From an optimization exercise on the open Yosys and OpenROAD flow, aimed at small area, a short achievable clock period and few clock cycles per item; shortcuts taken in it are not production practice. In this exercise RTL edits were held to simulation tests only and were not proved equivalent to the original.

<file path="design/flow/run.sh">
#!/bin/bash
# synth_recipe.tcl (not shown) runs the flow's synth.tcl, then flattens the netlist and writes it again
# the make line also repeats each setting of config.mk as NAME=value (left out here)
make -C /OpenROAD-flow-scripts/flow DESIGN_CONFIG=/design/flow/config.mk WORK_HOME=/design/flow/orfs CLKGATE_MAP_FILE= SYNTH_SCRIPT=/design/flow/synth_recipe.tcl finish
</file>
<file path="design/flow/config.mk">
export PLATFORM = sky130hd
export DESIGN_NAME = bm_solver
export DESIGN_NICKNAME = bm_solver
export VERILOG_FILES = /design/flow/design.v
export SDC_FILE = /design/flow/constraint.sdc
export NUM_CORES = 4
export LEC_CHECK = 0
export CAP_MARGIN = 20
export CORE_MARGIN = 2
export CORE_UTILIZATION = 40
export SLEW_MARGIN = 20
</file>
<file path="design/flow/constraint.sdc">
create_clock -name core_clock -period 17.0 [get_ports {i_clock}]
set_input_delay 3.4000 -clock core_clock [delete_from_list [all_inputs] [get_ports {i_clock}]]
set_output_delay 3.4000 -clock core_clock [all_outputs]
set_load 0.01 [all_outputs]
</file>
<file path="design/flow/design.v">
package bm_pkg;
    localparam int GF_WIDTH = 8;
    localparam logic [GF_WIDTH:0] GF_POLY = 9'h11D;
    typedef logic [GF_WIDTH-1:0] gf_elem_t;
endpackage
`timescale 1ns/1ps
module gf_mult
(
    input  bm_pkg::gf_elem_t i_a,
    input  bm_pkg::gf_elem_t i_b,
    output bm_pkg::gf_elem_t o_p
);
    bm_pkg::gf_elem_t a_x [8];   
    always_comb
    begin
        a_x[0] = i_a;
        for (int i = 1; i < 8; i++)
            a_x[i] = {a_x[i-1][6:0], 1'b0} ^ (a_x[i-1][7] ? bm_pkg::GF_POLY[7:0] : 8'h00);
    end
    always_comb
    begin
        o_p = '0;
        for (int i = 0; i < 8; i++)
            o_p = o_p ^ (a_x[i] & {8{i_b[i]}});
    end
endmodule
`timescale 1ns/1ps
module gf_inverse
(
    input  bm_pkg::gf_elem_t i_x,
    output bm_pkg::gf_elem_t o_inv
);
    always_comb
    begin
        case (i_x)
            8'h00: o_inv = 8'h00;
            8'h01: o_inv = 8'h01;
            8'h02: o_inv = 8'h8e;
            8'h03: o_inv = 8'hf4;
            8'h04: o_inv = 8'h47;
            8'h05: o_inv = 8'ha7;
            8'h06: o_inv = 8'h7a;
            8'h07: o_inv = 8'hba;
            8'h08: o_inv = 8'had;
            8'h09: o_inv = 8'h9d;
            8'h0a: o_inv = 8'hdd;
            8'h0b: o_inv = 8'h98;
            8'h0c: o_inv = 8'h3d;
            8'h0d: o_inv = 8'haa;
            8'h0e: o_inv = 8'h5d;
            8'h0f: o_inv = 8'h96;
            8'h10: o_inv = 8'hd8;
            8'h11: o_inv = 8'h72;
            8'h12: o_inv = 8'hc0;
            8'h13: o_inv = 8'h58;
            8'h14: o_inv = 8'he0;
            8'h15: o_inv = 8'h3e;
            8'h16: o_inv = 8'h4c;
            8'h17: o_inv = 8'h66;
            8'h18: o_inv = 8'h90;
            8'h19: o_inv = 8'hde;
            8'h1a: o_inv = 8'h55;
            8'h1b: o_inv = 8'h80;
            8'h1c: o_inv = 8'ha0;
            8'h1d: o_inv = 8'h83;
            8'h1e: o_inv = 8'h4b;
            8'h1f: o_inv = 8'h2a;
            8'h20: o_inv = 8'h6c;
            8'h21: o_inv = 8'hed;
            8'h22: o_inv = 8'h39;
            8'h23: o_inv = 8'h51;
            8'h24: o_inv = 8'h60;
            8'h25: o_inv = 8'h56;
            8'h26: o_inv = 8'h2c;
            8'h27: o_inv = 8'h8a;
            8'h28: o_inv = 8'h70;
            8'h29: o_inv = 8'hd0;
            8'h2a: o_inv = 8'h1f;
            8'h2b: o_inv = 8'h4a;
            8'h2c: o_inv = 8'h26;
            8'h2d: o_inv = 8'h8b;
            8'h2e: o_inv = 8'h33;
            8'h2f: o_inv = 8'h6e;
            8'h30: o_inv = 8'h48;
            8'h31: o_inv = 8'h89;
            8'h32: o_inv = 8'h6f;
            8'h33: o_inv = 8'h2e;
            8'h34: o_inv = 8'ha4;
            8'h35: o_inv = 8'hc3;
            8'h36: o_inv = 8'h40;
            8'h37: o_inv = 8'h5e;
            8'h38: o_inv = 8'h50;
            8'h39: o_inv = 8'h22;
            8'h3a: o_inv = 8'hcf;
            8'h3b: o_inv = 8'ha9;
            8'h3c: o_inv = 8'hab;
            8'h3d: o_inv = 8'h0c;
            8'h3e: o_inv = 8'h15;
            8'h3f: o_inv = 8'he1;
            8'h40: o_inv = 8'h36;
            8'h41: o_inv = 8'h5f;
            8'h42: o_inv = 8'hf8;
            8'h43: o_inv = 8'hd5;
            8'h44: o_inv = 8'h92;
            8'h45: o_inv = 8'h4e;
            8'h46: o_inv = 8'ha6;
            8'h47: o_inv = 8'h04;
            8'h48: o_inv = 8'h30;
            8'h49: o_inv = 8'h88;
            8'h4a: o_inv = 8'h2b;
            8'h4b: o_inv = 8'h1e;
            8'h4c: o_inv = 8'h16;
            8'h4d: o_inv = 8'h67;
            8'h4e: o_inv = 8'h45;
            8'h4f: o_inv = 8'h93;
            8'h50: o_inv = 8'h38;
            8'h51: o_inv = 8'h23;
            8'h52: o_inv = 8'h68;
            8'h53: o_inv = 8'h8c;
            8'h54: o_inv = 8'h81;
            8'h55: o_inv = 8'h1a;
            8'h56: o_inv = 8'h25;
            8'h57: o_inv = 8'h61;
            8'h58: o_inv = 8'h13;
            8'h59: o_inv = 8'hc1;
            8'h5a: o_inv = 8'hcb;
            8'h5b: o_inv = 8'h63;
            8'h5c: o_inv = 8'h97;
            8'h5d: o_inv = 8'h0e;
            8'h5e: o_inv = 8'h37;
            8'h5f: o_inv = 8'h41;
            8'h60: o_inv = 8'h24;
            8'h61: o_inv = 8'h57;
            8'h62: o_inv = 8'hca;
            8'h63: o_inv = 8'h5b;
            8'h64: o_inv = 8'hb9;
            8'h65: o_inv = 8'hc4;
            8'h66: o_inv = 8'h17;
            8'h67: o_inv = 8'h4d;
            8'h68: o_inv = 8'h52;
            8'h69: o_inv = 8'h8d;
            8'h6a: o_inv = 8'hef;
            8'h6b: o_inv = 8'hb3;
            8'h6c: o_inv = 8'h20;
            8'h6d: o_inv = 8'hec;
            8'h6e: o_inv = 8'h2f;
            8'h6f: o_inv = 8'h32;
            8'h70: o_inv = 8'h28;
            8'h71: o_inv = 8'hd1;
            8'h72: o_inv = 8'h11;
            8'h73: o_inv = 8'hd9;
            8'h74: o_inv = 8'he9;
            8'h75: o_inv = 8'hfb;
            8'h76: o_inv = 8'hda;
            8'h77: o_inv = 8'h79;
            8'h78: o_inv = 8'hdb;
            8'h79: o_inv = 8'h77;
            8'h7a: o_inv = 8'h06;
            8'h7b: o_inv = 8'hbb;
            8'h7c: o_inv = 8'h84;
            8'h7d: o_inv = 8'hcd;
            8'h7e: o_inv = 8'hfe;
            8'h7f: o_inv = 8'hfc;
            8'h80: o_inv = 8'h1b;
            8'h81: o_inv = 8'h54;
            8'h82: o_inv = 8'ha1;
            8'h83: o_inv = 8'h1d;
            8'h84: o_inv = 8'h7c;
            8'h85: o_inv = 8'hcc;
            8'h86: o_inv = 8'he4;
            8'h87: o_inv = 8'hb0;
            8'h88: o_inv = 8'h49;
            8'h89: o_inv = 8'h31;
            8'h8a: o_inv = 8'h27;
            8'h8b: o_inv = 8'h2d;
            8'h8c: o_inv = 8'h53;
            8'h8d: o_inv = 8'h69;
            8'h8e: o_inv = 8'h02;
            8'h8f: o_inv = 8'hf5;
            8'h90: o_inv = 8'h18;
            8'h91: o_inv = 8'hdf;
            8'h92: o_inv = 8'h44;
            8'h93: o_inv = 8'h4f;
            8'h94: o_inv = 8'h9b;
            8'h95: o_inv = 8'hbc;
            8'h96: o_inv = 8'h0f;
            8'h97: o_inv = 8'h5c;
            8'h98: o_inv = 8'h0b;
            8'h99: o_inv = 8'hdc;
            8'h9a: o_inv = 8'hbd;
            8'h9b: o_inv = 8'h94;
            8'h9c: o_inv = 8'hac;
            8'h9d: o_inv = 8'h09;
            8'h9e: o_inv = 8'hc7;
            8'h9f: o_inv = 8'ha2;
            8'ha0: o_inv = 8'h1c;
            8'ha1: o_inv = 8'h82;
            8'ha2: o_inv = 8'h9f;
            8'ha3: o_inv = 8'hc6;
            8'ha4: o_inv = 8'h34;
            8'ha5: o_inv = 8'hc2;
            8'ha6: o_inv = 8'h46;
            8'ha7: o_inv = 8'h05;
            8'ha8: o_inv = 8'hce;
            8'ha9: o_inv = 8'h3b;
            8'haa: o_inv = 8'h0d;
            8'hab: o_inv = 8'h3c;
            8'hac: o_inv = 8'h9c;
            8'had: o_inv = 8'h08;
            8'hae: o_inv = 8'hbe;
            8'haf: o_inv = 8'hb7;
            8'hb0: o_inv = 8'h87;
            8'hb1: o_inv = 8'he5;
            8'hb2: o_inv = 8'hee;
            8'hb3: o_inv = 8'h6b;
            8'hb4: o_inv = 8'heb;
            8'hb5: o_inv = 8'hf2;
            8'hb6: o_inv = 8'hbf;
            8'hb7: o_inv = 8'haf;
            8'hb8: o_inv = 8'hc5;
            8'hb9: o_inv = 8'h64;
            8'hba: o_inv = 8'h07;
            8'hbb: o_inv = 8'h7b;
            8'hbc: o_inv = 8'h95;
            8'hbd: o_inv = 8'h9a;
            8'hbe: o_inv = 8'hae;
            8'hbf: o_inv = 8'hb6;
            8'hc0: o_inv = 8'h12;
            8'hc1: o_inv = 8'h59;
            8'hc2: o_inv = 8'ha5;
            8'hc3: o_inv = 8'h35;
            8'hc4: o_inv = 8'h65;
            8'hc5: o_inv = 8'hb8;
            8'hc6: o_inv = 8'ha3;
            8'hc7: o_inv = 8'h9e;
            8'hc8: o_inv = 8'hd2;
            8'hc9: o_inv = 8'hf7;
            8'hca: o_inv = 8'h62;
            8'hcb: o_inv = 8'h5a;
            8'hcc: o_inv = 8'h85;
            8'hcd: o_inv = 8'h7d;
            8'hce: o_inv = 8'ha8;
            8'hcf: o_inv = 8'h3a;
            8'hd0: o_inv = 8'h29;
            8'hd1: o_inv = 8'h71;
            8'hd2: o_inv = 8'hc8;
            8'hd3: o_inv = 8'hf6;
            8'hd4: o_inv = 8'hf9;
            8'hd5: o_inv = 8'h43;
            8'hd6: o_inv = 8'hd7;
            8'hd7: o_inv = 8'hd6;
            8'hd8: o_inv = 8'h10;
            8'hd9: o_inv = 8'h73;
            8'hda: o_inv = 8'h76;
            8'hdb: o_inv = 8'h78;
            8'hdc: o_inv = 8'h99;
            8'hdd: o_inv = 8'h0a;
            8'hde: o_inv = 8'h19;
            8'hdf: o_inv = 8'h91;
            8'he0: o_inv = 8'h14;
            8'he1: o_inv = 8'h3f;
            8'he2: o_inv = 8'he6;
            8'he3: o_inv = 8'hf0;
            8'he4: o_inv = 8'h86;
            8'he5: o_inv = 8'hb1;
            8'he6: o_inv = 8'he2;
            8'he7: o_inv = 8'hf1;
            8'he8: o_inv = 8'hfa;
            8'he9: o_inv = 8'h74;
            8'hea: o_inv = 8'hf3;
            8'heb: o_inv = 8'hb4;
            8'hec: o_inv = 8'h6d;
            8'hed: o_inv = 8'h21;
            8'hee: o_inv = 8'hb2;
            8'hef: o_inv = 8'h6a;
            8'hf0: o_inv = 8'he3;
            8'hf1: o_inv = 8'he7;
            8'hf2: o_inv = 8'hb5;
            8'hf3: o_inv = 8'hea;
            8'hf4: o_inv = 8'h03;
            8'hf5: o_inv = 8'h8f;
            8'hf6: o_inv = 8'hd3;
            8'hf7: o_inv = 8'hc9;
            8'hf8: o_inv = 8'h42;
            8'hf9: o_inv = 8'hd4;
            8'hfa: o_inv = 8'he8;
            8'hfb: o_inv = 8'h75;
            8'hfc: o_inv = 8'h7f;
            8'hfd: o_inv = 8'hff;
            8'hfe: o_inv = 8'h7e;
            8'hff: o_inv = 8'hfd;
            default: o_inv = 8'h00;
        endcase
    end
endmodule
`timescale 1ns/1ps
module bm_discrepancy
#(
    parameter int T_CORR = 8
)
(
    input  logic [(T_CORR+1)*8-1:0] i_synd,    
    input  logic [(T_CORR+1)*8-1:0] i_sigma,   
    output bm_pkg::gf_elem_t        o_delta
);
    logic [14:0] acc;
    always_comb
    begin
        acc = {7'b0, i_synd[7:0]};
        for (int i = 1; i <= T_CORR; i++)
            for (int a = 0; a < 8; a++)
                for (int b = 0; b < 8; b++)
                    acc[a+b] = acc[a+b] ^ (i_sigma[i*8+a] & i_synd[i*8+b]);
        for (int i = 14; i >= 8; i--)
            if (acc[i])
                acc = acc ^ (15'(bm_pkg::GF_POLY) << (i - 8));
    end
    assign o_delta = acc[7:0];
endmodule
`timescale 1ns/1ps
module bm_poly_update
#(
    parameter  int T_CORR = 8,
    localparam int K_W    = $clog2(2 * T_CORR),
    localparam int D_W    = $clog2(2 * T_CORR + 1)
)
(
    input  logic                    i_clock,
    input  logic                    i_idle,
    input  logic                    i_run,
    input  logic [K_W-1:0]          i_k,
    input  bm_pkg::gf_elem_t        i_s0,      
    input  bm_pkg::gf_elem_t        i_delta,
    output logic [(T_CORR+1)*8-1:0] o_sigma,
    output logic [D_W-1:0]          o_degree
);
    bm_pkg::gf_elem_t sigma_q [1:T_CORR];
    logic             c1_q;                  
    bm_pkg::gf_elem_t c_q     [2:T_CORR];    
    bm_pkg::gf_elem_t b_q;                   
    logic [D_W-1:0]   l_q;
    bm_pkg::gf_elem_t b_inv;
    bm_pkg::gf_elem_t b_inv_run;
    bm_pkg::gf_elem_t coef;                  
    bm_pkg::gf_elem_t corr    [2:T_CORR];
    logic             delta_nz;
    logic             grow;
    logic             s0_nz;
    assign delta_nz = (i_delta != '0);
    assign grow     = i_run && delta_nz && (2 * int'(l_q) <= int'(i_k));
    assign s0_nz    = (i_s0 != '0);
    gf_inverse u_b_inv
    (
        .i_x   (b_q),
        .o_inv (b_inv)
    );
    assign b_inv_run = b_inv & {8{i_run}};
    gf_mult u_coef
    (
        .i_a (b_inv_run),
        .i_b (i_delta),
        .o_p (coef)
    );
    for (genvar j = 2; j <= T_CORR; j++)
    begin : g_corr
        gf_mult u_mul
        (
            .i_a (c_q[j]),
            .i_b (coef),
            .o_p (corr[j])
        );
    end
    always_ff @(posedge i_clock)
    begin
        if (i_idle)
        begin
            sigma_q[1] <= i_s0;
            for (int j = 2; j <= T_CORR; j++)
                sigma_q[j] <= '0;
            c1_q     <= s0_nz;
            c_q[2]   <= {7'b0, !s0_nz};
            for (int j = 3; j <= T_CORR; j++)
                c_q[j] <= '0;
            b_q      <= s0_nz ? i_s0 : 8'h01;
            l_q      <= D_W'(s0_nz);
        end
        else
        begin
            sigma_q[1] <= sigma_q[1] ^ (coef & {8{c1_q}});
            for (int j = 2; j <= T_CORR; j++)
                sigma_q[j] <= sigma_q[j] ^ corr[j];
            if (grow)
            begin
                c1_q   <= 1'b1;
                c_q[2] <= sigma_q[1];
                for (int j = 3; j <= T_CORR; j++)
                    c_q[j] <= sigma_q[j-1];
                b_q    <= i_delta;
                l_q    <= D_W'(int'(i_k) + 1 - int'(l_q));   
            end
            else
            begin
                c1_q   <= 1'b0;
                c_q[2] <= {7'b0, c1_q};
                for (int j = 3; j <= T_CORR; j++)
                    c_q[j] <= c_q[j-1];
            end
        end
    end
    assign o_sigma[7:0] = 8'h01;
    for (genvar j = 1; j <= T_CORR; j++)
    begin : g_out
        assign o_sigma[j*8 +: 8] = sigma_q[j];
    end
    assign o_degree = l_q;
endmodule
`timescale 1ns/1ps
module bm_control
#(
    parameter  int T_CORR = 8,
    localparam int K_W    = $clog2(2 * T_CORR)
)
(
    input  logic           i_clock,
    input  logic           i_rst,
    input  logic           i_req,
    output logic           o_ack,
    output logic           o_idle,
    output logic           o_run,
    output logic [K_W-1:0] o_k
);
    localparam logic [K_W-1:0] K_LAST = K_W'(2 * T_CORR - 1);
    logic           run_q;
    logic           ack_q;
    logic [K_W-1:0] k_q;
    always_ff @(posedge i_clock)
    begin
        if (i_rst)
        begin
            run_q <= 1'b0;
            ack_q <= 1'b0;
        end
        else
        begin
            run_q <= (!run_q && !ack_q && i_req) || (run_q && k_q != K_LAST);
            ack_q <= (run_q && k_q == K_LAST) || (ack_q && i_req);
        end
    end
    always_ff @(posedge i_clock)
    begin
        if (run_q)
            k_q <= k_q + 1'b1;
        else
            k_q <= K_W'(1);
    end
    assign o_ack  = ack_q;
    assign o_idle = !run_q && !ack_q;
    assign o_run  = run_q;
    assign o_k    = k_q;
endmodule
`timescale 1ns/1ps
module bm_solver
#(
    parameter  int T_CORR = 8,
    localparam int K_W    = $clog2(2 * T_CORR),
    localparam int D_W    = $clog2(2 * T_CORR + 1)
)
(
    input  logic           i_clock,
    input  logic           i_rst,
    input  logic           i_req,
    input  logic [2*T_CORR*8-1:0]     i_synd,    
    output logic           o_ack,
    output logic [(T_CORR+1)*8-1:0]   o_sigma,   
    output logic [D_W-1:0] o_degree
);
    logic           idle;
    logic           run;
    logic [K_W-1:0] k;
    bm_pkg::gf_elem_t delta;
    bm_pkg::gf_elem_t synd_next;
    bm_pkg::gf_elem_t win_q [T_CORR+1];
    logic [(T_CORR+1)*8-1:0] win;
    always_comb
    begin
        synd_next = '0;
        for (int s = 0; s < 2 * T_CORR; s++)
            if (idle ? (s == 1) : (s == int'(k) + 1))
                synd_next = i_synd[s*8 +: 8];
    end
    always_ff @(posedge i_clock)
    begin
        win_q[0] <= synd_next;
        win_q[1] <= idle ? i_synd[7:0] : win_q[0];
        for (int i = 2; i <= T_CORR; i++)
            win_q[i] <= win_q[i-1];
    end
    for (genvar i = 0; i <= T_CORR; i++)
    begin : g_win
        assign win[i*8 +: 8] = win_q[i];
    end
    bm_control #(.T_CORR(T_CORR)) u_control
    (
        .i_clock (i_clock),
        .i_rst   (i_rst),
        .i_req   (i_req),
        .o_ack   (o_ack),
        .o_idle  (idle),
        .o_run   (run),
        .o_k     (k)
    );
    bm_discrepancy #(.T_CORR(T_CORR)) u_discrepancy
    (
        .i_synd  (win),
        .i_sigma (o_sigma),
        .o_delta (delta)
    );
    bm_poly_update #(.T_CORR(T_CORR)) u_poly_update
    (
        .i_clock  (i_clock),
        .i_idle   (idle),
        .i_run    (run),
        .i_k      (k),
        .i_s0     (i_synd[7:0]),
        .i_delta  (delta),
        .o_sigma  (o_sigma),
        .o_degree (o_degree)
    );
endmodule
</file>
==> results.txt <==
-- worst paths after layout --
path / from / endpoint / cells past startpoint
setup / recovery: u_poly_update.sigma_q[1][7] / u_poly_update.b_inv[0] / 20
hold / removal: win_q[0][0] / win_q[1][0] / 2
setup reg to reg: u_poly_update.sigma_q[1][7] / u_poly_update.b_inv[0] / 20
hold reg to reg: win_q[0][0] / win_q[1][0] / 2
-- state kept, by name, summed over array words and instances, names as in the netlist, 4 cells and up --
| register | cells |
|---|---|
| u_control.k_q | 4 |
| u_poly_update.b_inv | 8 |
| u_poly_update.b_q | 8 |
| u_poly_update.c_q | 56 |
| u_poly_update.l_q | 5 |
| u_poly_update.sigma_q | 64 |
| win_q | 72 |
-- critical path, stage by stage, from the launching register on --
cell and delay (ns):
dfxtp_1 0.89, nand2_1 0.15, xor2_1 0.19, xnor2_1 0.16
xnor2_2 0.36, xnor2_1 0.13, xnor3_1 0.63, xor3_1 0.31
xnor3_1 0.81, nand3_1 0.26, o41a_4 0.72, o21ai_0 0.20
a21boi_2 0.81, inv_2 0.53, ha_1 0.58, nand2_1 0.27
nor2_1 0.09, a2111oi_0 0.71, or3_1 0.21, o311ai_1 0.09
o31a_1 0.35
-- cells by family after synthesis --
| group | share of synthesized area |
|---|---|
| flip-flops | 0.1562 |
| other | 0.0002610 |
| multiplexers | 0.02530 |
| AO/OA/AOI/OAI | 0.1580 |
| adder cells (fa/ha/maj) | 0.009826 |
| XOR/XNOR | 0.3688 |
| buffers and inverters | 0.06982 |
| AND/OR/NAND/NOR | 0.2119 |
-- stage by stage --
step,cell area [um2],utilization
floorplan,28800,-
global placement,30850,0.4323
detailed placement,30850,0.4323
CTS,31890,0.4469
global route,31890,0.4469
finish,31890,0.4469
-- layer usage --
metal | vias up | wire length, um | track usage
met4 | 2 | 5611 | 0.1241
met2 | 1813 | 52810 | 0.4874
met3 | 375 | 13260 | 0.05968
met1 | 13726 | 50750 | 0.4391
met5 | - | 14 | 0
li1 | 13256 | - | -
-- layout make-up --
class	instances	area, um2	share of cell area
sequential	220	4494	0.1409
clock buffer	38	829.5	0.02601
timing repair buffer	263	2475	0.07760
clock inverter	16	212.7	0.006670
inverter	67	251.5	0.007886
tap	950	1189	0.03727
multi-input combinational	3441	22440	0.7036
-- cell usage in the layout (no fill, tap or decap), types with 8 or more instances in the layout --
cell type / instances
nand2_1: 943
xnor2_1: 843
nor2_1: 350
xor2_1: 263
dfxtp_1: 211
clkdlybuf4s50_1: 200
a21oi_1: 179
o21ai_0: 148
mux2i_1: 65
buf_4: 63
inv_1: 62
nor3_1: 51
a211oi_1: 49
nand3_1: 44
a221oi_1: 31
o211ai_1: 30
clkbuf_16: 29
and2_1: 26
a31oi_1: 25
o221ai_1: 24
xnor3_1: 21
ha_1: 21
o21ai_1: 17
nor2b_1: 17
o22ai_1: 17
a22oi_1: 15
nand2b_1: 14
a311o_1: 13
a32oi_1: 11
or3_1: 10
a221o_1: 10
o21a_1: 10
o311ai_0: 10
edfxtp_1: 9
o21bai_1: 8
a311oi_1: 8
a222oi_1: 8
conb_1: 8
==> results.txt <==
outcome = complete, no violations
Post-synth ARST share = 0
Starting Density = 0.4033
Die Span Y = 272.2 um
Synth-to-Final Area Change = 10.82%
Arrival @ worst endpoint = 9.11 ns
critical-path maximum fanout = 29
CTS tree = done
n_diodes = 0
number of hold buffers added after cts = 0
antenna violations before repair = 2
Chip Width = 272.2 um
critical path endpoint category = register
clk_skew = 0.02963 ns
Top Ports = 209
TritonCTS Buffers = 29
Crit path required time = 17.47 ns
filler instances = 7401
post-synth top area share = 0.2569
period utilization = 0.5086
top-count cell post-synth = nand2_1
H-tree Lvls = 1
Synth cell types = 89
share of cells above drive strength 1 = 0.04425
# setup viols final = 0
Worst Tran Pin Value = 1.146 ns
Clock Path Buffers = 3
Syn Std Cell Area = 0.02878 mm2
Cells after DPL = 4941
CORE AREA = 0.07136 mm2
Synth area leaders = xnor2_1 26%, dfxtp_1 15%, nand2_1 12%, xor2_1 8.1%, nor2_1 4.6%
number of remaining DRC errors = 0
clock latency (worst-skew pair) = 0.60 ns
#FFs+latches synth = 220
# rows = 98
CTS Sinks = 220
setup bufs post-CTS = 0
number of synthesized flops with an enable pin = 9
CP startpoint kind = register
post_cts resized = 0
post-route insts no fill = 4995
via count of the first global-routing pass = 26871
largest net degree at the start of global routing = 85
RSZ-0062 raised after global routing = no
wire per inst = 24.51 um
Routed Antenna Nets = 0
R2R Setup Slk = 8.35 ns
GRT Total Usage = 0.3181
Gate Count Post-Synth = 4120
DRT Wirelength = 122.4 mm
Final Worst Setup Slack = 8.354 ns
number of I/O port buffers = 200
fin crit period = 8.646 ns
endpoints failing hold = 0
Crit Path Class = reg2reg
Ys Warns = 13
placer congestion estimate = 1.041
setup TNS = 0 ns
Seq/Total Area, Yosys = 0.1562
CTS clk-pin slew, worst paths = 0.06 ns
Post-DP HPWL = 83.00 mm
Nets = 4175
detail-routed via count per cell = 5.840
via count = 29172
initial drt markers = 4071
MaxCap Viol Count = 0
area leader, netlist = xnor2_1
most frequent cells after synthesis = 943 x nand2_1, 844 x xnor2_1, 352 x nor2_1
fin. max-slew vios = 0
global-route wire length before repair = 180.6 mm
1st-pass router iterations = 6
slew margin rel. = 0.2347
ys flop type = dfxtp_1
area of the die = 0.07411 mm2
DP Worst Slack = 8.288 ns
fmax = 115.7 MHz
syn avg cell area = 6.985 um2
worst hold slack = 0.4660 ns
CTS Root Buffer Type = clkbuf_16
Hold Path Class = reg2reg
Overflow after GRT = 0
Testbench counts, summed over its fixed seeds: cycles 34,808, items 2,048.

-- separate check: timing with driven ports --
No port has a modelled driver above. Below, the same layout with a new extraction and two added sets of constraints.
Step 1 assumes that a clkbuf_16 drives the clock port and a buf_2 every other input.
Step 2 also shifts input and output timing later by t, the mid clock arrival at the registers, as if the neighbouring blocks saw the same clock.
a / b / c = no drivers / after step 1 / after step 2; a / b = the first two.
t, ns: 0.659
slack for setup (ns): 8.354 / 8.354 / 8.072
clock arrival spread, ns: 0.030 / 0.029
slew at the worst register clock pin (ns): 0.07 / 0.07
After both steps setup and hold are still met in this run. The setup slack of this run moves by 0.000 ns with the drivers and by -0.282 ns with both steps.
